Background: an optimization exercise with open tools, aiming at small area. Do not read the settings as production practice. Function was checked by simulation only, so behaviour that the tests miss may differ from the original.

==> flow/design.v <==
`timescale 1ns/1ps
module forth_serial (
	input  logic clk,
	input  logic reset,
	input  logic rx,
	output logic tx,
	output logic led_r,
	output logic led_g,
	output logic led_b
);
	logic [4:0] ph;
	logic       clr;
	always_ff @(posedge clk or negedge reset) begin
		if (!reset) begin
			ph  <= '0;
			clr <= 1'b1;
		end else begin
			ph <= ph + 1'b1;
			if (ph == 5'd31) clr <= 1'b0;
		end
	end
	logic [8:0] R;
	logic       samp;
	logic       rx_done;
	logic [7:0] word;
	assign samp    = (ph[3:0] == 4'd14) && (R[0] || !rx);
	assign rx_done = samp && R[0] && !R[1];
	assign word    = R[8:1];
	always_ff @(posedge clk or negedge reset) begin
		if (!reset) R[0] <= 1'b0;
		else if (samp) R[0] <= R[0] ? R[1] : 1'b1;
	end
	always_ff @(posedge clk) begin
		if (samp) R[8:1] <= {rx, R[0] ? R[8:2] : 7'h7f};
	end
	logic is_digit, is_blank, is_add, is_sub, is_and, is_or, is_eq, is_dup, is_over;
	logic is_drop, is_neg, is_not, is_zeq, is_emit, is_led, is_err;
	always_comb begin
		is_digit = (word >= "0") && (word <= "9");
		is_blank = (word == " ") || ((word >= 8'd10) && (word <= 8'd13));
		is_add  = word == "+";
		is_sub  = word == "-";
		is_and  = word == "&";
		is_or   = word == "|";
		is_eq   = word == "=";
		is_dup  = word == "d";
		is_over = word == "o";
		is_drop = word == "x";
		is_neg  = word == "n";
		is_not  = word == "~";
		is_zeq  = word == "z";
		is_emit = word == ".";
		is_led  = word == "l";
		is_err  = !(is_digit || is_blank || is_add || is_sub || is_and || is_or || is_eq ||
			is_dup || is_over || is_drop || is_neg || is_not || is_zeq || is_emit || is_led);
	end
	logic op_push, op_pop;
	assign op_push = is_digit || is_dup || is_over;
	assign op_pop  = is_add || is_sub || is_and || is_or || is_eq || is_drop || is_emit || is_led;
	logic act, exec, o;
	logic o_nx, up;
	always_ff @(posedge clk or negedge reset) begin
		if (!reset) begin
			act  <= 1'b0;
			exec <= 1'b0;
			o    <= 1'b0;
		end else begin
			if (rx_done) act <= 1'b1;
			if (ph == 5'd31) begin
				exec <= act && !exec;
				if (exec) act <= 1'b0;
				o    <= o_nx;
			end
		end
	end
	assign o_nx = (exec && (op_push || op_pop)) ? o : !o;
	assign up   = exec ? (op_push || (!op_pop && o)) : o;
	logic [31:0] ring [16];
	logic [15:0] q;
	logic [15:0] d;
	logic        wbit;
	always_comb begin
		for (int j = 0; j < 16; j++) q[j] = ring[j][0];
		for (int j = 1; j < 15; j++) d[j] = up ? q[j-1] : q[j+1];
		d[0]  = !o_nx ? wbit : (up ? q[15] : q[1]);
		d[15] =  o_nx ? wbit : (up ? q[14] : q[0]);
		if (clr) d = '0;
	end
	always_ff @(posedge clk) begin
		for (int j = 0; j < 16; j++) ring[j] <= {d[j], ring[j][31:1]};
	end
	logic t, s;
	assign t = o ? q[15] : q[0];
	assign s = o ? q[0]  : q[1];
	logic c, eacc, zacc;
	logic ua, ub, cin, ceff, sum;
	always_comb begin
		ua  = exec && (is_add || is_sub);
		ub  = exec && (is_sub || is_neg || is_not);
		cin = exec && (is_sub || is_neg);
		ceff = (ph == 5'd0) ? cin : c;
		sum = (ua & s) ^ (t ^ ub) ^ ceff;
	end
	always_ff @(posedge clk) begin
		c <= ((ua & s) & (t ^ ub)) | (((ua & s) ^ (t ^ ub)) & ceff);
		if (!exec) begin
			eacc <= ((ph != 5'd0) && eacc) || (s ^ t);
			zacc <= ((ph != 5'd0) && zacc) || t;
		end
	end
	always_comb begin
		wbit = t;
		if (exec) begin
			if (is_digit)                       wbit = (ph[4:2] == 3'd0) ? word[ph[1:0]] : 1'b0;
			else if (is_add || is_sub || is_neg || is_not) wbit = sum;
			else if (is_and)                    wbit = s & t;
			else if (is_or)                     wbit = s | t;
			else if (is_eq)                     wbit = !eacc;
			else if (is_zeq)                    wbit = !zacc;
			else if (is_over || is_drop || is_emit || is_led) wbit = s;
		end
	end
	logic [8:0] sh;
	logic bnd, start, cap, capbit;
	assign bnd    = (ph[3:0] == 4'd0);
	assign start  = exec && (is_emit || is_err) && (ph == 5'd16);
	assign cap    = exec && (((is_emit || is_err) && ph < 5'd8) || (is_led && ph < 5'd16));
	assign capbit = is_err ? (ph < 5'd6) : (t || ph[3]);
	always_ff @(posedge clk or negedge reset) begin
		if (!reset) begin
			sh <= '1;
		end else begin
			if (bnd) sh[0] <= start ? 1'b0 : sh[1];
			if (cap || (bnd && !start)) sh[8:1] <= {cap ? capbit : 1'b1, sh[8:2]};
		end
	end
	assign tx = sh[0];
	logic [2:0] led;
	always_ff @(posedge clk or negedge reset) begin
		if (!reset) led <= '1;
		else if (exec && is_led && ph == 5'd8) led <= ~sh[3:1];
	end
	assign led_g = led[0];
	assign led_b = led[1];
	assign led_r = led[2];
endmodule
Settings: LEC_CHECK=0, ABC_AREA=1, CAP_MARGIN=20, CORE_MARGIN=2, CORE_UTILIZATION=60, CTS_BUF_LIST=sky130_fd_sc_hd__clkbuf_8, CTS_CLUSTER_DIAMETER=50, CTS_CLUSTER_SIZE=20, SLEW_MARGIN=20; clock period 15.0 ns.
run.sh (not shown) runs the stock make flow with config.mk's settings and CLKGATE_MAP_FILE= SYNTH_SCRIPT=/design/flow/synth_recipe.tcl, a recipe that flattens the netlist after the stock synthesis.
Edit:
ABC_AREA = unset   (was 1)
CORE_UTILIZATION = 40   (was 60)
CTS_BUF_LIST = unset   (was sky130_fd_sc_hd__clkbuf_8)
CTS_CLUSTER_DIAMETER = unset   (was 50)
CTS_CLUSTER_SIZE = unset   (was 20)
After rerunning:
- worst hold slack loses 0.0095 ns
- clock-buffer cell count rises by 31
- register-to-register slack loses 0.69 ns
- wire length falls by 1.2%

==> what the ideal ports hide <==
How much do the figures lean on ideal ports? The routed layouts below were timed once more, with nothing changed but the port constraints.
Step 1 (the two cells are an assumption about what drives the block):
set clk [get_ports {clk}]
set_driving_cell -lib_cell sky130_fd_sc_hd__clkbuf_16 $clk
set_driving_cell -lib_cell sky130_fd_sc_hd__buf_2 [delete_from_list [all_inputs] $clk]
Step 2 moves the port delays by t, midway between the first and last clock arrival at a register: inputs arrive t later, outputs are due t later. That takes back most of the time a late clock gives input paths.
Three values: no drivers, after step 1, after step 2; two values: the first two.
run | shift t [ns] | setup slack, ns | hold WS [ns] | slew at the worst register clock pin (ns) | worst data-port slew with drivers (ns)
the first run | 0.584 | 10.388 / 10.346 / 10.574 | 0.324 / 0.324 / 0.324 | 0.11 / 0.11 | 0.03
the second run | 0.580 | 10.420 / 10.374 / 10.574 | 0.314 / 0.314 / 0.314 | 0.07 / 0.07 | 0.03
After both steps setup and hold are still met in every run listed.
